What follows belongs to an exercise in optimizing a design on an open flow for a short achievable clock period and few clock cycles per item; a production flow would make more cautious choices. No run shown here included a check of the RTL's function; only the layout flow was run. Power figures rest on the tool's default switching activity, not on a simulated workload.

--- design/flow/config.mk ---
export PLATFORM = sky130hd
export DESIGN_NAME = tx_core
export DESIGN_NICKNAME = tx_core
export VERILOG_FILES = /design/flow/design.v
export SDC_FILE = /design/flow/constraint.sdc
export NUM_CORES = 4
export LEC_CHECK = 0
export CAP_MARGIN = 20
export CORE_MARGIN = 2
export CORE_UTILIZATION = 60
export SETUP_SLACK_MARGIN = 5
export SLEW_MARGIN = 20
export TNS_END_PERCENT = 100
--- design/flow/constraint.sdc ---
create_clock -name core_clock -period 9.0 [get_ports {clock}]
set_input_delay 1.8000 -clock core_clock [delete_from_list [all_inputs] [get_ports {clock}]]
set_output_delay 1.8000 -clock core_clock [all_outputs]
set_load 0.01 [all_outputs]
--- design/flow/design.v ---
package tx_pkg;
	localparam int WORD_WIDTH = 32;
	localparam int ADDR_WIDTH = 32;
	localparam int LEN_WIDTH = 8;
	localparam int CSUM_WIDTH = 16;
	localparam int REG_ADDR_WIDTH = 4;
	localparam int DESC_WIDTH = ADDR_WIDTH + LEN_WIDTH;
	localparam int ACC_WIDTH = CSUM_WIDTH + 10;
	typedef logic [WORD_WIDTH-1:0] word_t;
	typedef logic [ADDR_WIDTH-1:0] addr_t;
	typedef logic [LEN_WIDTH-1:0] len_t;
	typedef logic [CSUM_WIDTH-1:0] csum_t;
	typedef logic [DESC_WIDTH-1:0] desc_t;
	typedef logic [REG_ADDR_WIDTH-1:0] reg_addr_t;
	localparam reg_addr_t REG_CTRL = 4'h0;
	localparam reg_addr_t REG_DESC_ADDR = 4'h4;
	localparam reg_addr_t REG_DESC_LEN = 4'h8;
	localparam reg_addr_t REG_STATUS = 4'hC;
	localparam int CTRL_EN_BIT = 0;
	localparam int CTRL_IRQ_EN_BIT = 1;
	localparam int DESC_FIFO_DEPTH = 4;
	localparam int META_FIFO_DEPTH = 4;
	localparam int CSUM_FIFO_DEPTH = 4;
	localparam int DATA_FIFO_DEPTH = 7;
endpackage
`timescale 1ns/1ns
module tx_fifo #(
	parameter int WIDTH = 8,
	parameter int DEPTH = 4
) (
	input wire logic clock,
	input wire logic arst_n_i,
	input wire logic push_i,
	input wire logic [WIDTH-1:0] push_data_i,
	input wire logic pop_i,
	output logic [WIDTH-1:0] head_o,
	output logic empty_o,
	output logic full_o
);
	localparam int PTR_WIDTH = (DEPTH > 1) ? $clog2(DEPTH) : 1;
	localparam int CNT_WIDTH = $clog2(DEPTH + 1);
	logic [WIDTH-1:0] mem [DEPTH];
	logic [PTR_WIDTH-1:0] wr_ptr_q;
	logic [PTR_WIDTH-1:0] rd_ptr_q;
	logic [CNT_WIDTH-1:0] count_q;
	logic head_v_q;
	logic [WIDTH-1:0] head_q;
	logic do_push;
	logic load;
	logic stored;
	logic [PTR_WIDTH-1:0] wr_ptr_next;
	logic [PTR_WIDTH-1:0] rd_ptr_next;
	assign wr_ptr_next = (wr_ptr_q == PTR_WIDTH'(DEPTH - 1)) ? '0 : wr_ptr_q + 1'b1;
	assign rd_ptr_next = (rd_ptr_q == PTR_WIDTH'(DEPTH - 1)) ? '0 : rd_ptr_q + 1'b1;
	assign do_push = push_i && !full_o;
	assign stored = (count_q != '0);
	assign load = (!head_v_q || pop_i) && (stored || do_push);
	always_ff @(posedge clock) begin
		if (do_push)
			mem[wr_ptr_q] <= push_data_i;
	end
	always_ff @(posedge clock) begin
		if (load)
			head_q <= stored ? mem[rd_ptr_q] : push_data_i;
	end
	always_ff @(posedge clock or negedge arst_n_i) begin
		if (!arst_n_i) begin
			wr_ptr_q <= '0;
			rd_ptr_q <= '0;
			count_q <= '0;
			head_v_q <= 1'b0;
			full_o <= 1'b0;
		end else begin
			if (do_push)
				wr_ptr_q <= wr_ptr_next;
			if (load)
				rd_ptr_q <= rd_ptr_next;
			case ({do_push, load})
				2'b10: count_q <= count_q + 1'b1;
				2'b01: count_q <= count_q - 1'b1;
				default: ;
			endcase
			if (load)
				head_v_q <= 1'b1;
			else if (pop_i)
				head_v_q <= 1'b0;
			case ({do_push, load})
				2'b10: full_o <= (count_q == CNT_WIDTH'(DEPTH - 1));
				2'b01: full_o <= 1'b0;
				default: ;
			endcase
		end
	end
	assign head_o = head_q;
	assign empty_o = !head_v_q;
endmodule
`timescale 1ns/1ns
module tx_mmr (
	input wire logic clock,
	input wire logic arst_n_i,
	input wire logic reg_wr_en_i,
	input tx_pkg::reg_addr_t reg_addr_i,
	input tx_pkg::word_t reg_wr_data_i,
	input wire logic desc_full_i,
	input wire logic frame_done_i,
	output tx_pkg::word_t reg_rd_data_o,
	output logic enable_o,
	output logic disable_o,
	output logic desc_push_o,
	output tx_pkg::desc_t desc_o,
	output logic channel_irq_o
);
	logic enable_q;
	logic irq_en_q;
	tx_pkg::addr_t desc_addr_q;
	logic pending_q;
	logic [7:0] frame_cnt_q;
	logic wr_ctrl;
	logic wr_addr;
	logic wr_len;
	logic wr_status;
	logic pending_d;
	logic irq_en_d;
	assign wr_ctrl = reg_wr_en_i && (reg_addr_i == tx_pkg::REG_CTRL);
	assign wr_addr = reg_wr_en_i && (reg_addr_i == tx_pkg::REG_DESC_ADDR);
	assign wr_len = reg_wr_en_i && (reg_addr_i == tx_pkg::REG_DESC_LEN);
	assign wr_status = reg_wr_en_i && (reg_addr_i == tx_pkg::REG_STATUS);
	assign pending_d = frame_done_i || (pending_q && !(wr_status && reg_wr_data_i[0]));
	assign irq_en_d = wr_ctrl ? reg_wr_data_i[tx_pkg::CTRL_IRQ_EN_BIT] : irq_en_q;
	always_ff @(posedge clock or negedge arst_n_i) begin
		if (!arst_n_i) begin
			enable_q <= 1'b0;
			irq_en_q <= 1'b0;
			desc_addr_q <= '0;
			pending_q <= 1'b0;
			frame_cnt_q <= '0;
		end else begin
			if (wr_ctrl)
				enable_q <= reg_wr_data_i[tx_pkg::CTRL_EN_BIT];
			irq_en_q <= irq_en_d;
			if (wr_addr)
				desc_addr_q <= reg_wr_data_i;
			if (frame_done_i)
				frame_cnt_q <= frame_cnt_q + 8'd1;
			pending_q <= pending_d;
		end
	end
	assign desc_push_o = wr_len && !desc_full_i;
	assign desc_o = {desc_addr_q, reg_wr_data_i[tx_pkg::LEN_WIDTH-1:0]};
	always_comb begin
		reg_rd_data_o = '0;
		case (reg_addr_i)
			tx_pkg::REG_CTRL: begin
				reg_rd_data_o[tx_pkg::CTRL_EN_BIT] = enable_q;
				reg_rd_data_o[tx_pkg::CTRL_IRQ_EN_BIT] = irq_en_q;
			end
			tx_pkg::REG_DESC_ADDR: reg_rd_data_o = desc_addr_q;
			tx_pkg::REG_STATUS: begin
				reg_rd_data_o[0] = pending_q;
				reg_rd_data_o[15:8] = frame_cnt_q;
				reg_rd_data_o[16] = desc_full_i;
			end
			default: ;
		endcase
	end
	assign enable_o = enable_q;
	assign disable_o = wr_ctrl && !reg_wr_data_i[tx_pkg::CTRL_EN_BIT];
	assign channel_irq_o = pending_q && irq_en_q;
endmodule
`timescale 1ns/1ns
module tx_ctrl (
	input wire logic clock,
	input wire logic arst_n_i,
	input wire logic enable_i,
	input wire logic disable_i,
	input wire logic desc_empty_i,
	input tx_pkg::desc_t desc_i,
	input wire logic meta_pop_i,
	input wire logic data_pop_i,
	input wire logic csum_pop_i,
	input tx_pkg::word_t mem_rd_data_i,
	output logic desc_pop_o,
	output logic meta_push_o,
	output tx_pkg::len_t meta_len_o,
	output logic mem_rd_en_o,
	output tx_pkg::addr_t mem_addr_o,
	output logic word_valid_o,
	output tx_pkg::word_t word_o,
	output logic sof_o,
	output logic eof_o
);
	localparam int META_CAP = tx_pkg::META_FIFO_DEPTH + 1;
	localparam int CSUM_CAP = tx_pkg::CSUM_FIFO_DEPTH + 1;
	localparam int DATA_CAP = tx_pkg::DATA_FIFO_DEPTH + 1;
	localparam int META_CW = $clog2(META_CAP + 1);
	localparam int CSUM_CW = $clog2(CSUM_CAP + 1);
	localparam int DATA_CW = $clog2(DATA_CAP + 1);
	tx_pkg::addr_t addr_q;
	tx_pkg::len_t rem_q;
	logic act_q;
	logic first_q;
	logic rd_en_q;
	logic ret_v_q;
	logic ret_sof_q;
	logic ret_eof_q;
	logic [META_CW-1:0] meta_used_q;
	logic [CSUM_CW-1:0] csum_used_q;
	logic [DATA_CW-1:0] data_used_q;
	tx_pkg::addr_t desc_addr;
	tx_pkg::len_t desc_len;
	logic last;
	logic free;
	logic load;
	logic act_d;
	logic rd_en_d;
	logic room;
	assign desc_addr = desc_i[tx_pkg::DESC_WIDTH-1:tx_pkg::LEN_WIDTH];
	assign desc_len = desc_i[tx_pkg::LEN_WIDTH-1:0];
	assign last = (rem_q == '0);
	assign free = !act_q || (rd_en_q && last);
	assign load = free && !desc_empty_i
		&& (meta_used_q != META_CW'(META_CAP)) && (csum_used_q != CSUM_CW'(CSUM_CAP));
	assign act_d = load || (act_q && !(rd_en_q && last));
	assign room = (data_used_q < DATA_CW'(DATA_CAP - 1))
		|| ((data_used_q == DATA_CW'(DATA_CAP - 1)) && !rd_en_q);
	assign rd_en_d = act_d && enable_i && !disable_i && room;
	always_ff @(posedge clock or negedge arst_n_i) begin
		if (!arst_n_i) begin
			act_q <= 1'b0;
			rd_en_q <= 1'b0;
			ret_v_q <= 1'b0;
			ret_sof_q <= 1'b0;
			ret_eof_q <= 1'b0;
			word_valid_o <= 1'b0;
			sof_o <= 1'b0;
			eof_o <= 1'b0;
			meta_used_q <= '0;
			csum_used_q <= '0;
			data_used_q <= '0;
			rem_q <= '0;
			first_q <= 1'b0;
		end else begin
			act_q <= act_d;
			rd_en_q <= rd_en_d;
			if (load) begin
				rem_q <= desc_len - 1'b1;
				first_q <= 1'b1;
			end else if (rd_en_q) begin
				rem_q <= rem_q - 1'b1;
				first_q <= 1'b0;
			end
			ret_v_q <= rd_en_q;
			ret_sof_q <= rd_en_q && first_q;
			ret_eof_q <= rd_en_q && last;
			word_valid_o <= ret_v_q;
			sof_o <= ret_sof_q;
			eof_o <= ret_eof_q;
			case ({load, meta_pop_i})
				2'b10: meta_used_q <= meta_used_q + 1'b1;
				2'b01: meta_used_q <= meta_used_q - 1'b1;
				default: ;
			endcase
			case ({load, csum_pop_i})
				2'b10: csum_used_q <= csum_used_q + 1'b1;
				2'b01: csum_used_q <= csum_used_q - 1'b1;
				default: ;
			endcase
			case ({rd_en_q, data_pop_i})
				2'b10: data_used_q <= data_used_q + 1'b1;
				2'b01: data_used_q <= data_used_q - 1'b1;
				default: ;
			endcase
		end
	end
	always_ff @(posedge clock) begin
		if (load)
			addr_q <= desc_addr;
		else if (rd_en_q)
			addr_q <= addr_q + 32'd4;
		word_o <= mem_rd_data_i;
	end
	assign desc_pop_o = load;
	assign meta_push_o = load;
	assign meta_len_o = desc_len;
	assign mem_rd_en_o = rd_en_q;
	assign mem_addr_o = addr_q;
endmodule
`timescale 1ns/1ns
module tx_csum (
	input wire logic clock,
	input wire logic arst_n_i,
	input wire logic word_valid_i,
	input tx_pkg::word_t word_i,
	input wire logic sof_i,
	input wire logic eof_i,
	output logic csum_push_o,
	output tx_pkg::csum_t csum_o
);
	localparam int CW = tx_pkg::CSUM_WIDTH;
	localparam int AW = CW + 2;
	localparam int FW = CW + 1;
	logic [AW-1:0] acc_q;
	logic [AW-1:0] base;
	logic [FW-1:0] fold;
	tx_pkg::csum_t sum;
	assign base = sof_i ? '0 : acc_q;
	always_ff @(posedge clock) begin
		if (word_valid_i)
			acc_q <= AW'(base[CW-1:0]) + AW'(base[AW-1:CW])
				+ AW'(word_i[CW-1:0]) + AW'(word_i[tx_pkg::WORD_WIDTH-1:CW]);
	end
	always_ff @(posedge clock or negedge arst_n_i) begin
		if (!arst_n_i)
			csum_push_o <= 1'b0;
		else
			csum_push_o <= word_valid_i && eof_i;
	end
	assign fold = FW'(acc_q[CW-1:0]) + FW'(acc_q[AW-1:CW]);
	assign sum = fold[CW] ? CW'(fold[1:0] + 2'd1) : fold[CW-1:0];
	assign csum_o = ~sum;
endmodule
`timescale 1ns/1ns
module tx_core (
	input wire logic clock,
	input wire logic arst_n_i,
	input wire logic reg_wr_en_i,
	input tx_pkg::reg_addr_t reg_addr_i,
	input tx_pkg::word_t reg_wr_data_i,
	output tx_pkg::word_t reg_rd_data_o,
	output logic mem_rd_en_o,
	output tx_pkg::addr_t mem_addr_o,
	input tx_pkg::word_t mem_rd_data_i,
	input wire logic meta_rd_en_i,
	output tx_pkg::len_t meta_data_o,
	output logic meta_empty_o,
	input wire logic data_rd_en_i,
	output tx_pkg::word_t data_o,
	output logic data_empty_o,
	input wire logic csum_rd_en_i,
	output tx_pkg::csum_t csum_o,
	output logic csum_empty_o,
	output logic channel_irq_o
);
	logic enable;
	logic disable_now;
	logic desc_push;
	tx_pkg::desc_t desc_in;
	logic desc_pop;
	tx_pkg::desc_t desc_head;
	logic desc_empty;
	logic desc_full;
	logic meta_push;
	tx_pkg::len_t meta_len;
	logic word_valid;
	tx_pkg::word_t word;
	logic sof;
	logic eof;
	logic csum_push;
	tx_pkg::csum_t csum_val;
	logic frame_done;
	logic meta_pop;
	logic data_pop;
	logic csum_pop;
	assign frame_done = csum_push;
	assign meta_pop = meta_rd_en_i && !meta_empty_o;
	assign data_pop = data_rd_en_i && !data_empty_o;
	assign csum_pop = csum_rd_en_i && !csum_empty_o;
	tx_mmr tx_mmr_0 (
		.clock, .arst_n_i,
		.reg_wr_en_i, .reg_addr_i, .reg_wr_data_i, .reg_rd_data_o,
		.desc_full_i(desc_full), .frame_done_i(frame_done),
		.enable_o(enable), .disable_o(disable_now), .desc_push_o(desc_push), .desc_o(desc_in),
		.channel_irq_o
	);
	tx_ctrl tx_ctrl_0 (
		.clock, .arst_n_i,
		.enable_i(enable), .disable_i(disable_now), .desc_empty_i(desc_empty), .desc_i(desc_head),
		.meta_pop_i(meta_pop), .data_pop_i(data_pop), .csum_pop_i(csum_pop),
		.mem_rd_data_i,
		.desc_pop_o(desc_pop), .meta_push_o(meta_push), .meta_len_o(meta_len),
		.mem_rd_en_o, .mem_addr_o,
		.word_valid_o(word_valid), .word_o(word), .sof_o(sof), .eof_o(eof)
	);
	tx_csum tx_csum_0 (
		.clock, .arst_n_i,
		.word_valid_i(word_valid), .word_i(word), .sof_i(sof), .eof_i(eof),
		.csum_push_o(csum_push), .csum_o(csum_val)
	);
	tx_fifo #(.WIDTH(tx_pkg::DESC_WIDTH), .DEPTH(tx_pkg::DESC_FIFO_DEPTH)) desc_fifo (
		.clock, .arst_n_i,
		.push_i(desc_push), .push_data_i(desc_in), .pop_i(desc_pop),
		.head_o(desc_head), .empty_o(desc_empty), .full_o(desc_full)
	);
	tx_fifo #(.WIDTH(tx_pkg::LEN_WIDTH), .DEPTH(tx_pkg::META_FIFO_DEPTH)) meta_fifo (
		.clock, .arst_n_i,
		.push_i(meta_push), .push_data_i(meta_len), .pop_i(meta_rd_en_i),
		.head_o(meta_data_o), .empty_o(meta_empty_o), .full_o()
	);
	tx_fifo #(.WIDTH(tx_pkg::WORD_WIDTH), .DEPTH(tx_pkg::DATA_FIFO_DEPTH)) data_fifo (
		.clock, .arst_n_i,
		.push_i(word_valid), .push_data_i(word), .pop_i(data_rd_en_i),
		.head_o(data_o), .empty_o(data_empty_o), .full_o()
	);
	tx_fifo #(.WIDTH(tx_pkg::CSUM_WIDTH), .DEPTH(tx_pkg::CSUM_FIFO_DEPTH)) csum_fifo (
		.clock, .arst_n_i,
		.push_i(csum_push), .push_data_i(csum_val), .pop_i(csum_rd_en_i),
		.head_o(csum_o), .empty_o(csum_empty_o), .full_o()
	);
endmodule
--- design/flow/run.sh ---
#!/bin/bash
# synth_recipe.tcl (not shown) runs the flow's synth.tcl, then flattens the netlist and writes it again
# the make line also repeats each setting of config.mk as NAME=value (left out here)
make -C /OpenROAD-flow-scripts/flow DESIGN_CONFIG=/design/flow/config.mk WORK_HOME=/design/flow/orfs CLKGATE_MAP_FILE= SYNTH_SCRIPT=/design/flow/synth_recipe.tcl finish
==> reports/metrics.cfg, run 1 <==
[outcome]
status = complete, no violations

[sta]
max_freq_mhz = 215.6
slew_viol_final = 0
rsz0062_at_grt = true
period_share_pct = 51.54
worstMarginPinSlew_ns = 1.012
slew_headroom_pct = 32.53
post-route-min-period_ns = 4.638
holdWs_ns = 0.3467
skew_ns = 0.01945
fin_tns_setup_ns = 0
hold_violations = 0
setup_viol = 0

[place]
gp_congestion = 0.8442
io_buffers = 198
hpwl_um = 41610

[clock_tree]
insertion_delay_ns = 0.62
tritoncts = done
cts_sinks = 767
htreeDepth = 3
cts_buffer_depth = 3
root_buffer = clkbuf_16
path_clk_slew_ns = 0.06
cts_inserted_buffers = 77
cts_hold_buffers = 0

[worst_hold_path]
hp-class = reg2reg

[global_route]
grt_max_degree = 84
grtUsageTotal_pct = 25.12
first_global_vias = 18150
grt_antenna_before_repair = 2
grt_pass1_wl_um = 105800
grt_overflow = 0

[worst_setup_path]
cp-start-kind = primary input
critPathRequiredTime_ns = 7.20
crit_family = buffers and inverters
end_kind = output port
cpMostUsedCell = buf_12
cp_slowest_cell = nor3_4
worstSetupPathType = in2out
cp_max_fo = 5
worst_path_largest_cell_delay_ns = 0.22
cp.buffers_inverters = 4
crit_chain = buf_12 -> nor3_4 -> buf_12 -> and2_4 -> buf_6 -> a22o_1 -> buf_2
crit_arrival_ns = 2.84

[finish]
layout_common_cells = edfxtp_1 (626), clkdlybuf4s50_1 (161), nand2_1 (155)
nets = 2408
diodes = 0
drive_gt1_share_pct = 21.77
final_common_cell = edfxtp_1
areaGrowthSynthToFinish_pct = 18.63
fin_util_pct = 72.32

[job]
maxCapViolCount = 0

[floorplan]
initial_utilization_pct = 60.96
fp.dieArea_sq_um = 55470
fp.dieW_um = 235.5
die-height_um = 235.5
fp-row-count = 84
ioPinCount = 199
coreArea_sq_um = 52760

[power]
vdd_drop_max_uv = 211.4
pwr_density_cell_nw_per_um2 = 317.8
p_leak_nw = 13.86
finalPower_mw = 12.13

[routing]
drtIter0Drc = 1172
drtPass1Iterations = 5
wl_per_cell_um = 22.62
via_count = 17600
via_per_inst = 5.844
wirelength_um = 68150
drcViolationCount = 0
ant_nets = 0

[synth]
syn_nets = 2154
yosys_warnings = 7
yosysUniqueCellTypes = 56
synth_cells = 2006
synthArstFlopShare_pct = 14.21
synth_area_sq_um = 32160
synth.avg_cell_area_sq_um = 16.03
synth_seq_area_share_pct = 68.92
synth-edff-count = 626
ys_ff_latch = 767
synthFlopType = edfxtp_1

[sequential cells by signal, summed over array words and instances, names as in the netlist, 3 cells and up]
name	count
data_fifo.count_q	3
meta_fifo.head_q	8
tx_csum_0.acc_q	18
tx_ctrl_0.addr_q	32
tx_mmr_0.frame_cnt_q	8
tx_mmr_0.desc_addr_q	32
csum_fifo.head_q	16
csum_fifo.mem	64
csum_fifo.count_q	3
meta_fifo.mem	32
desc_fifo.head_q	40
tx_ctrl_0.rem_q	8
data_fifo.mem	224
meta_fifo.count_q	3
tx_ctrl_0.csum_used_q	3
desc_fifo.mem	160
tx_ctrl_0.meta_used_q	3
tx_ctrl_0.data_used_q	4
desc_fifo.count_q	3
data_fifo.head_q	32
data_fifo.rd_ptr_q	3
data_fifo.wr_ptr_q	3
tx_ctrl_0.word_o	32
[path summary, 6_finish.rpt]
check | start | endpoint | slack, ns | cells after the start
setup / recovery | reg_addr_i[3] | reg_rd_data_o[14] | 4.36 | 7
hold / removal | tx_ctrl_0.ret_eof_q$_DFF_PN0_ | tx_ctrl_0.eof_o$_DFF_PN0_ | 0.35 | 0
setup reg to reg | tx_csum_0.acc_q[17]$_DFFE_PP_ | tx_csum_0.acc_q[16]$_DFFE_PP_ | 5.16 | 18
hold reg to reg | tx_ctrl_0.ret_eof_q$_DFF_PN0_ | tx_ctrl_0.eof_o$_DFF_PN0_ | 0.35 | 0
max in group asynchronous | arst_n_i | data_fifo.rd_ptr_q[0]$_DFFE_PN0P_ | 6.42 | 2
min in group asynchronous | arst_n_i | tx_mmr_0.desc_addr_q[1]$_DFFE_PN0P_ | 1.18 | 1
[final cells by class]
| cell class | instances | area, sq um |
|---|---|---|
| sequential | 767 | 22180 |
| fill | 3379 | 14610 |
| inverter | 105 | 404.1 |
| timing repair buffer | 256 | 2354 |
| timing repair inverter | 2 | 12.51 |
| tap | 688 | 860.8 |
| clock buffer | 111 | 2251 |
| multi-input combinational | 1051 | 9654 |
| clock inverter | 32 | 442.9 |
[synth_stat cells, drive strengths merged (48+ instances only)]
cell type / count / area, sq um
clkbuf: 58 / 217.7
dfrtp: 109 / 2728
xor2: 51 / 446.7
o21ai: 118 / 590.6
mux2i: 76 / 760.7
mux4: 96 / 2162
edfxtp: 626 / 18800
mux2: 106 / 1201
nand2: 159 / 601.8
inv: 105 / 396.6
ha: 48 / 600.6
xnor2: 53 / 464.2
nor2: 57 / 230.2
[power breakdown]
| part | total (mW) | internal (mW) | switching, mW |
|---|---|---|---|
| clock network | 3.36 | 2.04 | 1.32 |
| logic | 3.66 | 1.81 | 1.84 |
| registers | 5.11 | 4.61 | 0.502 |
[layer usage]
metal / GRT usage, % / vias to the layer above / part of all wire (%)
li1: - / 8017 / -
met1: 32.78 / 8944 / 41
met2: 42.50 / 499 / 50
met3: 4.339 / 139 / 5.2
met4: 9.882 / 2 / 3.5
met5: 0 / - / 0.012
[logic make-up (layout without fill, tap and decap cells)]
group	Yosys count	count (layout)	share of synthesized area (%)
mux	278	278	12.82
xor+xnor	104	104	2.832
simple gates	398	401	6.084
compound gates	194	194	3.575
buf+inv	191	506	2.280
fa+ha+maj	74	74	3.486
flops	767	767	68.92
[what timing repair did]
item,4_1_cts,5_1_grt
buffers inserted,21,11
cloned,6,0
pin swaps,10,19
resized for setup,187,44
setup endpoints to repair,116,43
[per-stage QoR]
stage	cell area [sq um]	cells	setup slack (ns)
floorplan	32260	2006	4.715
global placement	34990	2831	3.022
detailed placement	34990	2831	2.943
CTS	37880	3001	4.375
global route	38160	3012	4.323
finish	38160	3012	4.362
==> run 2: changes to the inputs <==
--- a/design/flow/design.v
+++ b/design/flow/design.v
@@ -214,5 +214,4 @@
 	logic act_d;
 	logic rd_en_d;
-	logic room;
 	assign desc_addr = desc_i[tx_pkg::DESC_WIDTH-1:tx_pkg::LEN_WIDTH];
 	assign desc_len = desc_i[tx_pkg::LEN_WIDTH-1:0];
@@ -222,7 +221,5 @@
 		&& (meta_used_q != META_CW'(META_CAP)) && (csum_used_q != CSUM_CW'(CSUM_CAP));
 	assign act_d = load || (act_q && !(rd_en_q && last));
-	assign room = (data_used_q < DATA_CW'(DATA_CAP - 1))
-		|| ((data_used_q == DATA_CW'(DATA_CAP - 1)) && !rd_en_q);
-	assign rd_en_d = act_d && enable_i && !disable_i && room;
+	assign rd_en_d = act_d && enable_i && !disable_i && (data_used_q != DATA_CW'(DATA_CAP));
 	always_ff @(posedge clock or negedge arst_n_i) begin
 		if (!arst_n_i) begin
@@ -266,5 +263,5 @@
 				default: ;
 			endcase
-			case ({rd_en_q, data_pop_i})
+			case ({rd_en_d, data_pop_i})
 				2'b10: data_used_q <= data_used_q + 1'b1;
 				2'b01: data_used_q <= data_used_q - 1'b1;
@@ -297,16 +294,15 @@
 	output tx_pkg::csum_t csum_o
 );
+	localparam int AW = tx_pkg::ACC_WIDTH;
 	localparam int CW = tx_pkg::CSUM_WIDTH;
-	localparam int AW = CW + 2;
 	localparam int FW = CW + 1;
 	logic [AW-1:0] acc_q;
 	logic [AW-1:0] base;
-	logic [FW-1:0] fold;
-	tx_pkg::csum_t sum;
+	logic [FW-1:0] fold1;
+	tx_pkg::csum_t fold2;
 	assign base = sof_i ? '0 : acc_q;
 	always_ff @(posedge clock) begin
 		if (word_valid_i)
-			acc_q <= AW'(base[CW-1:0]) + AW'(base[AW-1:CW])
-				+ AW'(word_i[CW-1:0]) + AW'(word_i[tx_pkg::WORD_WIDTH-1:CW]);
+			acc_q <= base + AW'(word_i[CW-1:0]) + AW'(word_i[tx_pkg::WORD_WIDTH-1:CW]);
 	end
 	always_ff @(posedge clock or negedge arst_n_i) begin
@@ -316,7 +312,7 @@
 			csum_push_o <= word_valid_i && eof_i;
 	end
-	assign fold = FW'(acc_q[CW-1:0]) + FW'(acc_q[AW-1:CW]);
-	assign sum = fold[CW] ? CW'(fold[1:0] + 2'd1) : fold[CW-1:0];
-	assign csum_o = ~sum;
+	assign fold1 = FW'(acc_q[CW-1:0]) + FW'(acc_q[AW-1:CW]);
+	assign fold2 = fold1[CW-1:0] + CW'(fold1[CW]);
+	assign csum_o = ~fold2;
 endmodule
 `timescale 1ns/1ns
--- a/design/flow/config.mk
+++ b/design/flow/config.mk
@@ -6,4 +6,5 @@
 export NUM_CORES = 4
 export LEC_CHECK = 0
+export ABC_CLOCK_PERIOD_IN_PS = 4000
 export CAP_MARGIN = 20
 export CORE_MARGIN = 2
@@ -11,3 +12,2 @@
 export SETUP_SLACK_MARGIN = 5
 export SLEW_MARGIN = 20
-export TNS_END_PERCENT = 100
==> reports/metrics.cfg, run 2 <==
[finish]
final_common_cell = edfxtp_1
fillCellCount = 3442
top_regs = data_fifo.mem: 224 flops, desc_fifo.mem: 160 flops, csum_fifo.mem: 64 flops
largest_register_ffs = 224
nets = 2465
drive_gt1_share_pct = 21.24
instances_no_fill = 3069
layout_common_cells = edfxtp_1 (634), clkdlybuf4s50_1 (161), nand2_1 (127)
fin_util_pct = 71.80
areaGrowthSynthToFinish_pct = 18.10
top_register = data_fifo.mem
diodes = 0

[global_route]
first_global_vias = 18590
grtUsageTotal_pct = 25.24
grt_pass1_wl_um = 107300
grt_max_degree = 79
grt_overflow = 0
grt_antenna_before_repair = 0

[synth]
synth_cells = 2050
netlist.top_cell.by_area = edfxtp_1
synth_area_sq_um = 32780
yosysMostFrequentCell = edfxtp_1
synth_seq_area_share_pct = 68.36
yosysUniqueCellTypes = 68
synth.cells.most_frequent = edfxtp_1 (634), nand2_1 (128), dfrtp_1 (109), mux2_2 (106), nor2_1 (98)
synthFlopType = edfxtp_1
syn_nets = 2204
synth_top_area_share_pct = 58.08
synth-edff-count = 634
netlist_top_cells_area = edfxtp_1 (58%), dfrtp_1 (8.3%), mux4_2 (6.6%), mux2_2 (3.6%), mux2i_1 (2.4%)
ys_ff_latch = 775
yosys_warnings = 7
synthArstFlopShare_pct = 14.06
synth.avg_cell_area_sq_um = 15.99

[worst_setup_path]
cp-start-kind = primary input
rr_endpoint = csum_fifo.head_q[14]$_DFFE_PP_
r2r_setup_slack_ns = 5.17
cp_slowest_cell = nor3_4
crit_chain = buf_12 -> nor3_4 -> buf_6 -> buf_16 -> and2_4 -> a22o_1 -> buf_2
end_kind = output port
crit_arrival_ns = 2.87
critPathRequiredTime_ns = 7.20
cp-startpoint = reg_addr_i[0]
r2r_start = tx_csum_0.acc_q[0]$_DFFE_PP_
worstSetupPathType = in2out
worst_path_largest_cell_delay_ns = 0.24
r2r_cells = 18
endpoint = reg_rd_data_o[8]
cp_max_fo = 5

[power]
p_clk_share_pct = 25.2
p_leak_nw = 13.97
seq_power_share_pct = 42.3
comb_power_share_pct = 32.5
vdd_drop_max_uv = 198.9
pwr_density_cell_nw_per_um2 = 326.6
switching_power_mw = 4.016
switching_share_pct = 31.77
p_int_mw = 8.626

[floorplan]
ioPinCount = 199
fp-row-count = 85
die-height_um = 237.7
initial_utilization_pct = 60.79
coreArea_sq_um = 53920
fp.dieArea_sq_um = 56520
fp.dieW_um = 237.7

[outcome]
status = complete, no violations

[sta]
period_share_pct = 51.87
hold_violations = 0
finalWorstSetupSlack_ns = 4.332
fin_tns_setup_ns = 0
setup_viol = 0
rsz0062_at_grt = true
skew_ns = 0.02098
worstMarginPinSlew_ns = 1.018
slew_viol_final = 0
max_freq_mhz = 214.2
slew_headroom_pct = 32.17
post-route-min-period_ns = 4.668

[job]
maxCapViolCount = 0

[clock_tree]
cts_buffer_depth = 3
cts_hold_buffers = 0
insertion_delay_ns = 0.61
tritoncts = done
path_clk_slew_ns = 0.05
cts_sinks = 775
htreeDepth = 3
root_buffer = clkbuf_16
cts_inserted_buffers = 78

[place]
dpl.cell_count = 2887
io_buffers = 198
gp_congestion = 0.8539
pre_cts_slack_ns = 2.752
hpwl_um = 43290

[routing]
via_count = 18020
drtIter0Drc = 1257
drtPass1Iterations = 5
wirelength_um = 69760
via_per_inst = 5.870
wl_per_cell_um = 22.73
ant_nets = 0
drcViolationCount = 0

[worst_hold_path]
hp-class = reg2reg

==> run 2: cell types whose count changed after synthesis, moves of 7 or more <==
cell	previous run	this run
nor3_1	16	23
edfxtp_1	626	634
buf_2	8	0
clkbuf_1	58	67
inv_1	103	67
a21oi_1	23	64
nand2_1	157	128
nand2b_1	16	9
nand4_1	16	9
ha_1	48	55
nor2_1	56	98
o21ai_0	117	90
nor2b_1	12	21
==> run 2: final cells by class <==
type,instances,area [sq um],area share [%]
multi-input cells,1123,10180,26.30
well taps,696,870.8,2.249
clock buffers,102,2145,5.540
clock inverters,40,385.4,0.9954
flip-flops and latches,775,22410,57.90
inverters,67,255.2,0.6593
repair buffers,266,2460,6.354
==> run 2: routing by layer <==
| metal | routed length [um] | part of all wire [%] | global-route usage [%] | vias up |
|---|---|---|---|---|
| met1 | 28430 | 41 | 32.76 | 9216 |
| li1 | - | - | - | 8292 |
| met3 | 3018 | 4.3 | 3.914 | 102 |
| met2 | 36380 | 52 | 44.17 | 406 |
| met4 | 1936 | 2.8 | 7.833 | 0 |
| met5 | 0 | 0 | 0 | - |
==> run 2: repair_timing <==
action                     CTS  global route
setup endpoints to repair  201            53
cloned                       3             0
pin swaps                   11            20
gates resized for setup    200            25
setup buffers               17            20
==> run 2: cells by family after synthesis <==
family                     share of synthesized area (%)
AOI/OAI and AO/OA                                  4.718
xor gates and xnor gates                           2.882
adders and majority gates                          3.626
buffers and inverters                              1.763
DFF                                                68.36
muxes                                              12.59
and+or+nand+nor                                    6.065
==> run 2: how the worst min path moves through the flow <==
stage,startpoint,to,slack (ns),cells after the start
2_1_floorplan,tx_ctrl_0.ret_eof_q$_DFF_PN0_,tx_ctrl_0.eof_o$_DFF_PN0_,0.33,0
3_3_place_gp,tx_ctrl_0.ret_v_q$_DFF_PN0_,tx_ctrl_0.word_valid_o$_DFF_PN0_,0.33,0
3_5_place_dp,tx_ctrl_0.ret_eof_q$_DFF_PN0_,tx_ctrl_0.eof_o$_DFF_PN0_,0.34,0
4_1_cts,tx_ctrl_0.ret_eof_q$_DFF_PN0_,tx_ctrl_0.eof_o$_DFF_PN0_,0.35,0
5_1_grt,tx_ctrl_0.ret_eof_q$_DFF_PN0_,tx_ctrl_0.eof_o$_DFF_PN0_,0.35,0
6_report,tx_ctrl_0.ret_eof_q$_DFF_PN0_,tx_ctrl_0.eof_o$_DFF_PN0_,0.34,0
==> run 2: worst max-delay path: cells and delay by family <==
| family | cells | cell delay [ns] |
|---|---|---|
| AND/OR/NAND/NOR | 2 | 0.42 |
| AO/OA/AOI/OAI | 1 | 0.14 |
| buffers and inverters | 4 | 0.49 |
==> run 2: power groups by stage <==
stage | Sequential, mW | Clock (mW) | Combinational, mW
6_report | 5.35 | 3.19 | 4.11
5_1_grt | 5.42 | 3.40 | 4.50
4_1_cts | 5.36 | 3.25 | 4.05
3_5_place_dp | 5.42 | 0 | 3.96
3_3_place_gp | 5.40 | 0 | 3.85
2_1_floorplan | 5.21 | 0 | 2.82
==> run 2: per-stage QoR <==
step,hold slack (ns),area (sq um),power (mW)
floorplan,0.3312,32890,8.036
global placement,0.3350,35680,9.243
detailed placement,0.3356,35690,9.385
CTS,0.3478,38430,12.65
global route,0.3534,38710,13.32
finish,0.3447,38710,12.64
==> run 3: changes to the inputs <==
--- a/design/flow/config.mk
+++ b/design/flow/config.mk
@@ -6,5 +6,5 @@
 export NUM_CORES = 4
 export LEC_CHECK = 0
-export ABC_CLOCK_PERIOD_IN_PS = 4000
+export ABC_CLOCK_PERIOD_IN_PS = 100
 export CAP_MARGIN = 20
 export CORE_MARGIN = 2
==> reports/metrics.cfg, run 3 <==
[outcome]
status = complete, no violations

[synth]
syn_nets = 2204
yosys_warnings = 7
netlist_top_cells_area = edfxtp_1 (58%), dfrtp_1 (8.3%), mux4_2 (6.6%), mux2_2 (3.6%), mux2i_1 (2.4%)
yosysUniqueCellTypes = 68
synth.cells.most_frequent = edfxtp_1 (634), nand2_1 (128), dfrtp_1 (109), mux2_2 (106), nor2_1 (98)
synthFlopType = edfxtp_1
synth_cells = 2050
synth.avg_cell_area_sq_um = 15.99
ys_ff_latch = 775
synth_seq_area_share_pct = 68.36
synth_area_sq_um = 32780
synth_top_area_share_pct = 58.08
synth-edff-count = 634
yosysMostFrequentCell = edfxtp_1
synthArstFlopShare_pct = 14.06
netlist.top_cell.by_area = edfxtp_1

[finish]
final_area_sq_um = 38710
top_regs = data_fifo.mem: 224 flops, desc_fifo.mem: 160 flops, csum_fifo.mem: 64 flops
final_common_cell = edfxtp_1
top_register = data_fifo.mem
fin_util_pct = 71.80
fillCellCount = 3442
diodes = 0
drive_gt1_share_pct = 21.24
largest_register_ffs = 224
nets = 2465
layout_common_cells = edfxtp_1 (634), clkdlybuf4s50_1 (161), nand2_1 (127)
areaGrowthSynthToFinish_pct = 18.10

[worst_hold_path]
hp-class = reg2reg
hold_path.startpoint = tx_ctrl_0.ret_eof_q$_DFF_PN0_

[sta]
setup_viol = 0
slew_headroom_pct = 32.17
fin_tns_setup_ns = 0
slew_viol_final = 0
period_share_pct = 51.87
worstMarginPinSlew_ns = 1.018
max_freq_mhz = 214.2
post-route-min-period_ns = 4.668
skew_ns = 0.02098
rsz0062_at_grt = true
hold_violations = 0

[worst_setup_path]
r2r_start = tx_csum_0.acc_q[0]$_DFFE_PP_
worstSetupPathType = in2out
cp_slowest_cell = nor3_4
cp_max_fo = 5
crit_arrival_ns = 2.87
crit_family = buffers and inverters
end_kind = output port
cp.buffers_inverters = 4
cp-start-kind = primary input
critPathRequiredTime_ns = 7.20
cp-startpoint = reg_addr_i[0]
crit_chain = buf_12 -> nor3_4 -> buf_6 -> buf_16 -> and2_4 -> a22o_1 -> buf_2
worst_path_largest_cell_delay_ns = 0.24

[place]
gp_congestion = 0.8539
place_area_sq_um = 35690
hpwl_um = 43290
io_buffers = 198

[routing]
drcViolationCount = 0
via_per_inst = 5.870
wirelength_um = 69760
drtIter0Drc = 1257
drtPass1Iterations = 5
via_count = 18020
ant_nets = 0
wl_per_cell_um = 22.73

[clock_tree]
cts_inserted_buffers = 78
path_clk_slew_ns = 0.05
cts_hold_buffers = 0
cts_sinks = 775
htreeDepth = 3
tritoncts = done
insertion_delay_ns = 0.61
root_buffer = clkbuf_16
cts_buffer_depth = 3

[floorplan]
die-height_um = 237.7
fp.dieW_um = 237.7
initial_utilization_pct = 60.79
fp-row-count = 85
ioPinCount = 199
fp.dieArea_sq_um = 56520
coreArea_sq_um = 53920

[global_route]
grt_antenna_before_repair = 0
grt_pass1_wl_um = 107300
grt_overflow = 0
grt_max_degree = 79
first_global_vias = 18590
grtUsageTotal_pct = 25.24

[job]
maxCapViolCount = 0

[power]
pwr_density_cell_nw_per_um2 = 326.6
p_leak_nw = 13.97
finalPower_mw = 12.64
vdd_drop_max_uv = 198.9

==> run 3: logic make-up after synthesis <==
group           Yosys count  synth area share (%)
simple gates            411                 6.065
buf+inv                 154                 1.763
flops                   775                 68.36
xor+xnor                107                 2.882
mux                     279                 12.59
fa+ha+maj                80                 3.626
compound gates          244                 4.718
==> run 3: path summary, 6_finish.rpt <==
check                      slack (ns)  cells after the start                                    to
min                              0.34                      0             tx_ctrl_0.eof_o$_DFF_PN0_
max                              4.33                      7                      reg_rd_data_o[8]
min reg2reg                      0.34                      0             tx_ctrl_0.eof_o$_DFF_PN0_
max in group asynchronous        6.78                      2     data_fifo.rd_ptr_q[0]$_DFFE_PN0P_
min in group asynchronous        1.08                      1  tx_mmr_0.desc_addr_q[17]$_DFFE_PN0P_
max reg2reg                      5.17                     18        csum_fifo.head_q[14]$_DFFE_PP_
==> run 3: power breakdown <==
part	internal [mW]	total, mW	switching [mW]
clock network	1.86	3.19	1.33
registers	4.79	5.35	0.554
logic	1.98	4.11	2.13
total	8.63	12.6	4.02
==> run 3: worst register-to-register path: stages (launching register included) <==
cell and delay, ns:
edfxtp_1 0.41, ha_4 0.17, inv_2 0.04, fa_2 0.36, nor2b_4 0.12, o31a_1 0.20
o21ai_4 0.10, a21o_1 0.19, nand2_2 0.08, and3_4 0.20, ha_4 0.15, ha_4 0.15
nand3_2 0.08, o21ai_2 0.18, and3_4 0.24, o311ai_4 0.14, a2111oi_4 0.37, xor2_2 0.13
mux2_4 0.28
==> run 3: through the flow <==
stage,worst slack (ns),hold WS (ns),std cells
after global routing,4.300,0.3534,3069
after global placement,2.875,0.3350,2887
after CTS,4.342,0.3478,3049
final,4.332,0.3447,3069
after detailed placement,2.752,0.3356,2887
after floorplan,4.715,0.3312,2050
==> run 3: cell type report <==
cell class	instances	area, sq um	share of cell area (%)
inverters	67	255.2	0.6593
repair buffers	266	2460	6.354
well taps	696	870.8	2.249
clock buffers	102	2145	5.540
clock inverters	40	385.4	0.9954
multi-input cells	1123	10180	26.30
flip-flops and latches	775	22410	57.90
==> run 3: what timing repair did <==
action                                  in CTS  in global routing
endpoints found under the setup margin     201                 53
pin swaps                                   11                 20
gates cloned                                 3                  0
resized for setup                          200                 25
buffers inserted                            17                 20
==> run 3: metal layers <==
layer / vias up / track usage (%) / share of wire, %
met4: 0 / 7.833 / 2.8
met1: 9216 / 32.76 / 41
li1: 8292 / - / -
met3: 102 / 3.914 / 4.3
met5: - / 0 / 0
met2: 406 / 44.17 / 52
==> run 4: changes to the inputs <==
--- a/design/flow/design.v
+++ b/design/flow/design.v
@@ -19,8 +19,8 @@
 	localparam int CTRL_EN_BIT = 0;
 	localparam int CTRL_IRQ_EN_BIT = 1;
-	localparam int DESC_FIFO_DEPTH = 4;
+	localparam int DESC_FIFO_DEPTH = 8;
 	localparam int META_FIFO_DEPTH = 4;
 	localparam int CSUM_FIFO_DEPTH = 4;
-	localparam int DATA_FIFO_DEPTH = 7;
+	localparam int DATA_FIFO_DEPTH = 16;
 endpackage
 `timescale 1ns/1ns
--- a/design/flow/config.mk
+++ b/design/flow/config.mk
@@ -6,8 +6,8 @@
 export NUM_CORES = 4
 export LEC_CHECK = 0
-export ABC_CLOCK_PERIOD_IN_PS = 100
+export ABC_CLOCK_PERIOD_IN_PS = 4000
 export CAP_MARGIN = 20
 export CORE_MARGIN = 2
-export CORE_UTILIZATION = 60
+export CORE_UTILIZATION = 40
 export SETUP_SLACK_MARGIN = 5
 export SLEW_MARGIN = 20
==> reports/metrics.cfg, run 4 <==
[synth]
synthFlopType = edfxtp_1
ys_ff_latch = 1231
synth.cells.most_frequent = edfxtp_1 (1082), nand2_1 (247), mux2i_1 (184), mux4_2 (168), o21ai_0 (163)
synth_seq_area_share_pct = 71.37
synth-edff-count = 1082
synth.avg_cell_area_sq_um = 16.90
synth_area_sq_um = 50530
syn_nets = 3153
synthArstFlopShare_pct = 9.504
synth_top_area_share_pct = 64.31
yosysUniqueCellTypes = 75
netlist.top_cell.by_area = edfxtp_1
synth_cells = 2989
yosys_warnings = 7
netlist_top_cells_area = edfxtp_1 (64%), mux4_2 (7.5%), dfrtp_1 (5.8%), mux2i_1 (3.6%), nand2_1 (1.8%)
yosysMostFrequentCell = edfxtp_1

[clock_tree]
cts_buffer_depth = 3
htreeDepth = 4
tritoncts = done
cts_inserted_buffers = 133
insertion_delay_ns = 0.76
root_buffer = clkbuf_16
path_clk_slew_ns = 0.06
cts_sinks = 1231
cts_hold_buffers = 0

[floorplan]
initial_utilization_pct = 40.29
coreArea_sq_um = 125400
die-height_um = 359.4
ioPinCount = 199
fp.dieArea_sq_um = 129200
fp.dieW_um = 359.4
fp-row-count = 130

[finish]
layout_common_cells = edfxtp_1 (1082), nand2_1 (244), mux2i_1 (184)
diodes = 0
areaGrowthSynthToFinish_pct = 17.58
nets = 3433
top_regs = data_fifo.mem: 512 flops, desc_fifo.mem: 320 flops, csum_fifo.mem: 64 flops
top_register = data_fifo.mem
fillCellCount = 10510
final_common_cell = edfxtp_1
drive_gt1_share_pct = 19.02
largest_register_ffs = 512

[routing]
via_count = 27020
drtPass1Iterations = 5
ant_nets = 0
wl_per_cell_um = 23.45
drcViolationCount = 0
drtIter0Drc = 2371
via_per_inst = 5.371
wirelength_um = 118000

[outcome]
status = complete, no violations

[global_route]
grt_overflow = 0
grtUsageTotal_pct = 18.06
grt_pass1_wl_um = 174300
grt_max_degree = 83
first_global_vias = 26920
grt_antenna_before_repair = 3

[worst_setup_path]
r2r_cells = 14
cp-start-kind = primary input
crit_chain = buf_12 -> nor3_4 -> buf_6 -> and2_4 -> buf_6 -> a22o_1 -> buf_2
end_kind = output port
worst_path_largest_cell_delay_ns = 0.18
cp_slowest_cell = nor3_4
worstSetupPathType = in2out
cpMostUsedCell = buf_6
critPathRequiredTime_ns = 7.20
crit_arrival_ns = 2.81
cp_max_fo = 5

[sta]
finalWorstSetupSlack_ns = 4.392
hold_violations = 0
max_freq_mhz = 217.0
setup_viol = 0
rsz0062_at_grt = true
worstMarginPinSlew_ns = 1.107
slew_headroom_pct = 25.96
fin_tns_setup_ns = 0
period_share_pct = 51.20
skew_ns = 0.02803
slew_viol_final = 0
post-route-min-period_ns = 4.608

[place]
pre_cts_slack_ns = 2.807
gp_congestion = 0.7678
hpwl_um = 65160
io_buffers = 198

[worst_hold_path]
hold_depth = 0
hp-class = reg2reg

[power]
vdd_drop_max_uv = 192.4
pwr_density_cell_nw_per_um2 = 315.0
p_leak_nw = 20.29

[job]
maxCapViolCount = 0

==> run 4: through the flow <==
stage | cells | util [%] | area [sq um] | hold WS [ns] | total power, mW
2_1_floorplan | 2989 | - | 50730 | 0.3312 | 11.56
3_5_place_dp | 4751 | 43.60 | 54670 | 0.3365 | 13.39
4_1_cts | 5019 | 47.21 | 59200 | 0.3583 | 18.84
3_3_place_gp | 4751 | 43.60 | 54670 | 0.3349 | 13.34
6_report | 5031 | 47.37 | 59410 | 0.3575 | 18.71
5_1_grt | 5031 | 47.37 | 59410 | 0.3606 | 19.66
==> run 4: worst paths after layout <==
path,from,end,slack (ns)
worst max-delay path,reg_addr_i[1],reg_rd_data_o[8],4.39
worst min-delay path,tx_ctrl_0.ret_sof_q$_DFF_PN0_,tx_ctrl_0.sof_o$_DFF_PN0_,0.36
worst max register to register,tx_csum_0.acc_q[1]$_DFFE_PP_,tx_csum_0.acc_q[25]$_DFFE_PP_,5.11
worst min register to register,tx_ctrl_0.ret_sof_q$_DFF_PN0_,tx_ctrl_0.sof_o$_DFF_PN0_,0.36
max in group asynchronous,arst_n_i,desc_fifo.rd_ptr_q[1]$_DFFE_PN0P_,6.69
min in group asynchronous,arst_n_i,tx_mmr_0.desc_addr_q[17]$_DFFE_PN0P_,1.14
==> run 4: cell type report <==
class / instances / area, sq um / area share [%]
Clock buffer: 182 / 3686 / 6.205
Timing Repair Buffer: 278 / 2575 / 4.334
Clock inverter: 65 / 683.2 / 1.150
Sequential cell: 1231 / 36090 / 60.75
Tap cell: 1650 / 2064 / 3.475
Inverter: 60 / 235.2 / 0.3959
Multi-Input combinational cell: 1565 / 14070 / 23.69
==> run 4: cells by family (layout without fill, tap and decap cells) <==
logic type	count (synthesis)	count (layout)	share of synthesized area, %
AND/OR/NAND/NOR	604	607	5.634
flip-flops	1231	1231	71.37
adder cells (fa/ha/maj)	90	90	2.600
XOR/XNOR	115	115	2.008
buffers and inverters	196	585	1.486
multiplexers	414	414	12.52
AO/OA/AOI/OAI	339	339	4.383
==> run 4: critical path: cells and delay by family <==
family | cells | cell delay (ns)
AOI/OAI and AO/OA | 1 | 0.13
buffers and inverters | 4 | 0.50
and+or+nand+nor | 2 | 0.36
==> run 4: per-layer routing <==
metal  part of all wire [%]  GRT usage (%)  up-vias  routed length (um)
met3                    6.2          3.430      154                7357
met4                    2.0          5.182        0                2374
met2                     47          28.41      827               55510
met5                      0              0        -                   0
li1                       -              -    12170                   -
met1                     45          25.68    13870               52720
==> run 4: what timing repair did <==
action	4_1_cts	5_1_grt
pin swaps	6	15
buffers inserted	16	11
cloned	5	1
endpoints found under the setup margin	439	54
resized for setup	196	31
==> run 4: report_power, final <==
part	internal (mW)	switching [mW]
combinational	2.46	2.87
clock	3.14	2.27
sequential	7.22	0.754
==> run 5: changes to the inputs <==
--- a/design/flow/design.v
+++ b/design/flow/design.v
@@ -19,8 +19,8 @@
 	localparam int CTRL_EN_BIT = 0;
 	localparam int CTRL_IRQ_EN_BIT = 1;
-	localparam int DESC_FIFO_DEPTH = 8;
+	localparam int DESC_FIFO_DEPTH = 4;
 	localparam int META_FIFO_DEPTH = 4;
 	localparam int CSUM_FIFO_DEPTH = 4;
-	localparam int DATA_FIFO_DEPTH = 16;
+	localparam int DATA_FIFO_DEPTH = 7;
 endpackage
 `timescale 1ns/1ns
@@ -148,19 +148,41 @@
 	assign desc_push_o = wr_len && !desc_full_i;
 	assign desc_o = {desc_addr_q, reg_wr_data_i[tx_pkg::LEN_WIDTH-1:0]};
+	tx_pkg::word_t rd_ctrl;
+	tx_pkg::word_t rd_status;
 	always_comb begin
-		reg_rd_data_o = '0;
-		case (reg_addr_i)
-			tx_pkg::REG_CTRL: begin
-				reg_rd_data_o[tx_pkg::CTRL_EN_BIT] = enable_q;
-				reg_rd_data_o[tx_pkg::CTRL_IRQ_EN_BIT] = irq_en_q;
-			end
-			tx_pkg::REG_DESC_ADDR: reg_rd_data_o = desc_addr_q;
-			tx_pkg::REG_STATUS: begin
-				reg_rd_data_o[0] = pending_q;
-				reg_rd_data_o[15:8] = frame_cnt_q;
-				reg_rd_data_o[16] = desc_full_i;
-			end
-			default: ;
-		endcase
+		rd_ctrl = '0;
+		rd_ctrl[tx_pkg::CTRL_EN_BIT] = enable_q;
+		rd_ctrl[tx_pkg::CTRL_IRQ_EN_BIT] = irq_en_q;
+		rd_status = '0;
+		rd_status[0] = pending_q;
+		rd_status[15:8] = frame_cnt_q;
+		rd_status[16] = desc_full_i;
+	end
+	for (genvar g = 0; g < tx_pkg::WORD_WIDTH / 8; g++) begin : g_grp
+		logic sel_ctrl;
+		logic sel_addr;
+		logic sel_status;
+		tx_rdsel #(.ADDR(tx_pkg::REG_DESC_ADDR)) addr_dec (.addr_i(reg_addr_i), .sel_o(sel_addr));
+		if (g == 0) begin : g_ctrl
+			tx_rdsel #(.ADDR(tx_pkg::REG_CTRL)) ctrl_dec (.addr_i(reg_addr_i), .sel_o(sel_ctrl));
+		end else begin : g_no_ctrl
+			assign sel_ctrl = 1'b0;
+		end
+		if (g <= 2) begin : g_status
+			tx_rdsel #(.ADDR(tx_pkg::REG_STATUS)) status_dec (.addr_i(reg_addr_i), .sel_o(sel_status));
+		end else begin : g_no_status
+			assign sel_status = 1'b0;
+		end
+		for (genvar j = 0; j < 8; j++) begin : g_bit
+			localparam int I = 8 * g + j;
+			tx_rdbit #(
+				.HAS_CTRL(I == tx_pkg::CTRL_EN_BIT || I == tx_pkg::CTRL_IRQ_EN_BIT),
+				.HAS_STATUS(I == 0 || (I >= 8 && I <= 16))
+			) rd_bit (
+				.sel_ctrl_i(sel_ctrl), .sel_addr_i(sel_addr), .sel_status_i(sel_status),
+				.ctrl_i(rd_ctrl[I]), .desc_addr_i(desc_addr_q[I]), .status_i(rd_status[I]),
+				.rd_o(reg_rd_data_o[I])
+			);
+		end
 	end
 	assign enable_o = enable_q;
@@ -168,4 +190,28 @@
 	assign channel_irq_o = pending_q && irq_en_q;
 endmodule
+module tx_rdsel #(
+	parameter tx_pkg::reg_addr_t ADDR = '0
+) (
+	input tx_pkg::reg_addr_t addr_i,
+	output logic sel_o
+);
+	assign sel_o = (addr_i == ADDR);
+endmodule
+module tx_rdbit #(
+	parameter bit HAS_CTRL = 1'b0,
+	parameter bit HAS_STATUS = 1'b0
+) (
+	input wire logic sel_ctrl_i,
+	input wire logic sel_addr_i,
+	input wire logic sel_status_i,
+	input wire logic ctrl_i,
+	input wire logic desc_addr_i,
+	input wire logic status_i,
+	output logic rd_o
+);
+	assign rd_o = (HAS_CTRL && sel_ctrl_i && ctrl_i)
+		|| (sel_addr_i && desc_addr_i)
+		|| (HAS_STATUS && sel_status_i && status_i);
+endmodule
 `timescale 1ns/1ns
 module tx_ctrl (
@@ -214,4 +260,5 @@
 	logic act_d;
 	logic rd_en_d;
+	logic room;
 	assign desc_addr = desc_i[tx_pkg::DESC_WIDTH-1:tx_pkg::LEN_WIDTH];
 	assign desc_len = desc_i[tx_pkg::LEN_WIDTH-1:0];
@@ -221,5 +268,7 @@
 		&& (meta_used_q != META_CW'(META_CAP)) && (csum_used_q != CSUM_CW'(CSUM_CAP));
 	assign act_d = load || (act_q && !(rd_en_q && last));
-	assign rd_en_d = act_d && enable_i && !disable_i && (data_used_q != DATA_CW'(DATA_CAP));
+	assign room = (data_used_q < DATA_CW'(DATA_CAP - 1))
+		|| ((data_used_q == DATA_CW'(DATA_CAP - 1)) && !rd_en_q);
+	assign rd_en_d = act_d && enable_i && !disable_i && room;
 	always_ff @(posedge clock or negedge arst_n_i) begin
 		if (!arst_n_i) begin
@@ -263,5 +312,5 @@
 				default: ;
 			endcase
-			case ({rd_en_d, data_pop_i})
+			case ({rd_en_q, data_pop_i})
 				2'b10: data_used_q <= data_used_q + 1'b1;
 				2'b01: data_used_q <= data_used_q - 1'b1;
@@ -294,15 +343,16 @@
 	output tx_pkg::csum_t csum_o
 );
-	localparam int AW = tx_pkg::ACC_WIDTH;
 	localparam int CW = tx_pkg::CSUM_WIDTH;
+	localparam int AW = CW + 2;
 	localparam int FW = CW + 1;
 	logic [AW-1:0] acc_q;
 	logic [AW-1:0] base;
-	logic [FW-1:0] fold1;
-	tx_pkg::csum_t fold2;
+	logic [FW-1:0] fold;
+	tx_pkg::csum_t sum;
 	assign base = sof_i ? '0 : acc_q;
 	always_ff @(posedge clock) begin
 		if (word_valid_i)
-			acc_q <= base + AW'(word_i[CW-1:0]) + AW'(word_i[tx_pkg::WORD_WIDTH-1:CW]);
+			acc_q <= AW'(base[CW-1:0]) + AW'(base[AW-1:CW])
+				+ AW'(word_i[CW-1:0]) + AW'(word_i[tx_pkg::WORD_WIDTH-1:CW]);
 	end
 	always_ff @(posedge clock or negedge arst_n_i) begin
@@ -312,7 +362,7 @@
 			csum_push_o <= word_valid_i && eof_i;
 	end
-	assign fold1 = FW'(acc_q[CW-1:0]) + FW'(acc_q[AW-1:CW]);
-	assign fold2 = fold1[CW-1:0] + CW'(fold1[CW]);
-	assign csum_o = ~fold2;
+	assign fold = FW'(acc_q[CW-1:0]) + FW'(acc_q[AW-1:CW]);
+	assign sum = fold[CW] ? CW'(fold[1:0] + 2'd1) : fold[CW-1:0];
+	assign csum_o = ~sum;
 endmodule
 `timescale 1ns/1ns
==> design/flow/flow/run.sh (new file) <==
#!/bin/bash
# The standard layout, with the register read port's pins placed as one group
set -uo pipefail
here=$(pwd)
bash standard.sh PRE_IO_PLACEMENT_TCL="$here/flow/pre_io.tcl" > "$here/standard.log" 2>&1
status=$?
tail -5 "$here/standard.log"
exit $status
==> design/flow/flow/pre_io.tcl (new file) <==
# Keep the register read port together: the address pins in the middle
# of the read data pins, so the read mux sits in one small area
set_io_pin_constraint -group -order -pin_names {reg_rd_data_o[0] reg_rd_data_o[1] reg_rd_data_o[2] reg_rd_data_o[3] reg_rd_data_o[4] reg_rd_data_o[5] reg_rd_data_o[6] reg_rd_data_o[7] reg_rd_data_o[8] reg_rd_data_o[9] reg_rd_data_o[10] reg_rd_data_o[11] reg_rd_data_o[12] reg_rd_data_o[13] reg_rd_data_o[14] reg_rd_data_o[15] reg_addr_i[0] reg_addr_i[1] reg_addr_i[2] reg_addr_i[3] reg_rd_data_o[16] reg_rd_data_o[17] reg_rd_data_o[18] reg_rd_data_o[19] reg_rd_data_o[20] reg_rd_data_o[21] reg_rd_data_o[22] reg_rd_data_o[23] reg_rd_data_o[24] reg_rd_data_o[25] reg_rd_data_o[26] reg_rd_data_o[27] reg_rd_data_o[28] reg_rd_data_o[29] reg_rd_data_o[30] reg_rd_data_o[31]}
==> design/flow/standard.sh (new file) <==
#!/bin/bash
# synth_recipe.tcl (not shown) runs the flow's synth.tcl, then flattens the netlist and writes it again
# the make line also repeats each setting of config.mk as NAME=value (left out here)
make -C /OpenROAD-flow-scripts/flow DESIGN_CONFIG=/design/flow/config.mk WORK_HOME=/design/flow/orfs CLKGATE_MAP_FILE= SYNTH_SCRIPT=/design/flow/synth_recipe.tcl "${@:-finish}"
--- a/design/flow/config.mk
+++ b/design/flow/config.mk
@@ -6,8 +6,10 @@
 export NUM_CORES = 4
 export LEC_CHECK = 0
-export ABC_CLOCK_PERIOD_IN_PS = 4000
 export CAP_MARGIN = 20
 export CORE_MARGIN = 2
-export CORE_UTILIZATION = 40
+export CORE_UTILIZATION = 60
 export SETUP_SLACK_MARGIN = 5
 export SLEW_MARGIN = 20
+export SYNTH_HIERARCHICAL = 1
+export SYNTH_MINIMUM_KEEP_SIZE = 0
+export TNS_END_PERCENT = 100
removed: design/flow/run.sh
==> reports/metrics.cfg, run 5 <==
[outcome]
status = complete, no violations

[global_route]
busiest_layer = met2
grt_max_degree = 69
grt_overflow = 0
grt_pass1_wl_um = 106300
grt_antenna_before_repair = 2
first_global_vias = 18130
grtUsageTotal_pct = 24.69
use_met3_pct = 4.261
grt_use_met2_pct = 41.43
gr-usage-met1_pct = 33.09

[sta]
fin_tns_setup_ns = 0
skew_ns = 0.01845
period_share_pct = 52.06
max_freq_mhz = 213.4
slew_viol_final = 0
worstMarginPinSlew_ns = 1.080
post-route-min-period_ns = 4.685
setup_viol = 0
hold_violations = 0
slew_headroom_pct = 27.73
holdWs_ns = 0.3500
rsz0062_at_grt = true

[power]
seq_power_share_pct = 45.9
vdd_drop_max_uv = 201.1
comb_power_share_pct = 25.6
p_clk_share_pct = 28.5
p_int_mw = 7.754
finalPower_mw = 10.99
switching_share_pct = 29.43
p_leak_nw = 14.03
pwr_density_cell_nw_per_um2 = 283.8
switching_power_mw = 3.234

[finish]
fin_util_pct = 70.69
largest_register_ffs = 224
final_area_sq_um = 38720
final_common_cell = edfxtp_1
drive_gt1_share_pct = 23.86
top_register = data_fifo.mem
areaGrowthSynthToFinish_pct = 16.95
regArea_sq_um = 22180
layout_common_cells = edfxtp_1 (626), clkdlybuf4s50_1 (160), dfrtp_1 (103)
fillCellCount = 3503
diodes = 0
multi_input_area_sq_um = 10280
top_regs = data_fifo.mem: 224 flops, desc_fifo.mem: 160 flops, csum_fifo.mem: 64 flops
nets = 2385

[floorplan]
ioPinCount = 199
die-height_um = 238.9
coreArea_sq_um = 54770
initial_utilization_pct = 60.44
fp-row-count = 86
fp.dieW_um = 238.9
fp.dieArea_sq_um = 57070

[synth]
synth_area_sq_um = 33110
synth_cells = 1973
synth.avg_cell_area_sq_um = 16.78
yosys_warnings = 13
syn_nets = 2138

[place]
hpwl_um = 42680
place_area_sq_um = 35690
gp_congestion = 0.8443
io_buffers = 198

[worst_setup_path]
cp_max_fo = 6
crit_arrival_ns = 2.88
cpMostUsedCell = buf_12
end_kind = output port
crit_family = buffers and inverters
cp.buffers_inverters = 5
worstSetupPathType = in2out
cp-start-kind = primary input
cp_slowest_cell = nor4b_4
worst_path_largest_cell_delay_ns = 0.22
critPathRequiredTime_ns = 7.20
crit_chain = buf_12 -> buf_12 -> nor4b_4 -> buf_4 -> buf_6 -> a22o_1 -> buf_2

[clock_tree]
cts_sinks = 767
cts_buffer_depth = 3
htreeDepth = 3
insertion_delay_ns = 0.60
tritoncts = done
cts_inserted_buffers = 77
path_clk_slew_ns = 0.06
root_buffer = clkbuf_16

[job]
maxCapViolCount = 0

[routing]
drcViolationCount = 0
wl_per_cell_um = 23.16
drtPass1Iterations = 5
via_count = 17610
via_per_inst = 5.902
drtIter0Drc = 1044
ant_nets = 0
wirelength_um = 69110

[worst_hold_path]
hp-class = reg2reg

[run 5: through the flow]
step / std cells / setup slack, ns
3_3_place_gp: 2805 / 3.310
5_1_grt: 2984 / 4.306
4_1_cts: 2968 / 4.442
6_report: 2984 / 4.315
3_5_place_dp: 2805 / 3.247
2_1_floorplan: 1973 / 4.695
[run 5: layout make-up]
class                      instances  area share, %
multi-input combinational       1046          26.55
tap                              704          2.275
clock buffer                     109          5.574
inverter                          73         0.7174
timing repair buffer             255          6.783
clock inverter                    30         0.8079
sequential                       767          57.30
[run 5: path summary, 6_finish.rpt]
path / start / cells past startpoint / slack (ns) / end
min in group asynchronous: arst_n_i / 1 / 1.23 / tx_mmr_0.frame_cnt_q[1]$_DFFE_PN0P_
worst max register to register: tx_ctrl_0.word_o[17]$_DFF_P_ / 11 / 5.17 / tx_csum_0.acc_q[15]$_DFFE_PP_
worst min register to register: tx_ctrl_0.ret_sof_q$_DFF_PN0_ / 0 / 0.35 / tx_ctrl_0.sof_o$_DFF_PN0_
max in group asynchronous: arst_n_i / 2 / 6.39 / data_fifo.rd_ptr_q[0]$_DFFE_PN0P_
worst max-delay path: reg_addr_i[1] / 7 / 4.32 / reg_rd_data_o[14]
worst min-delay path: tx_ctrl_0.ret_sof_q$_DFF_PN0_ / 0 / 0.35 / tx_ctrl_0.sof_o$_DFF_PN0_
[run 5: power by group through the flow]
stage	clock network (mW)	registers [mW]	logic (mW)
finish	3.13	5.05	2.81
floorplan	0	4.87	2.11
CTS	3.19	5.06	2.83
detailed placement	0	5.12	2.79
global route	3.33	5.11	3.12
global placement	0	5.11	2.73
[run 5: repair_timing]
item | 4_1_cts | 5_1_grt
resized for setup | 202 | 13
gates cloned | 2 | 1
hold buffers | 0 | 0
endpoints found under the hold margin | 0 | 0
buffers inserted | 22 | 15
pin swaps | 11 | 8
endpoints found under the setup margin | 242 | 38
[run 5: routing by layer]
layer,vias to the layer above,part of all wire [%]
met2,465,50
met1,9016,42
met4,4,2.9
li1,8010,-
met5,-,0.048
met3,116,5.0

## static timing again, ports no longer ideal
The flow's constraints put no driver on any port. The routed layouts listed below were extracted and timed again, unchanged, in two steps.
Step 1 (the two cells are an assumption about what drives the block):
set clk [get_ports {clock}]
set_driving_cell -lib_cell sky130_fd_sc_hd__clkbuf_16 $clk
set_driving_cell -lib_cell sky130_fd_sc_hd__buf_2 [delete_from_list [all_inputs] $clk]
Step 2 times the ports against the registers' clock, not the clock port: input delays grow and output delays shrink by t, the midpoint of the rising clock arrivals with the driver on.
a / b / c = no drivers / after step 1 / after step 2; a / b = the first two.
run | shift t [ns] | setup slack, ns | hold slack, ns | worst setup path at the end
run 1 | 0.677 | 4.362 / 4.316 / 4.316 | 0.347 / 0.347 / 0.347 | input to output
run 2 | 0.663 | 4.332 / 4.283 / 4.283 | 0.345 / 0.345 / 0.345 | input to output
run 3 | 0.663 | 4.332 / 4.283 / 4.283 | 0.345 / 0.345 / 0.345 | input to output
run 4 | 0.821 | 4.392 / 4.347 / 4.327 | 0.357 / 0.357 / 0.357 | input to register
run 5 | 0.653 | 4.315 / 4.266 / 4.266 | 0.350 / 0.350 / 0.350 | input to output
After both steps every run listed still meets setup and hold. For run 4, which loses most, drivers alone change the setup slack by -0.045 ns; drivers and shift together by -0.065 ns.
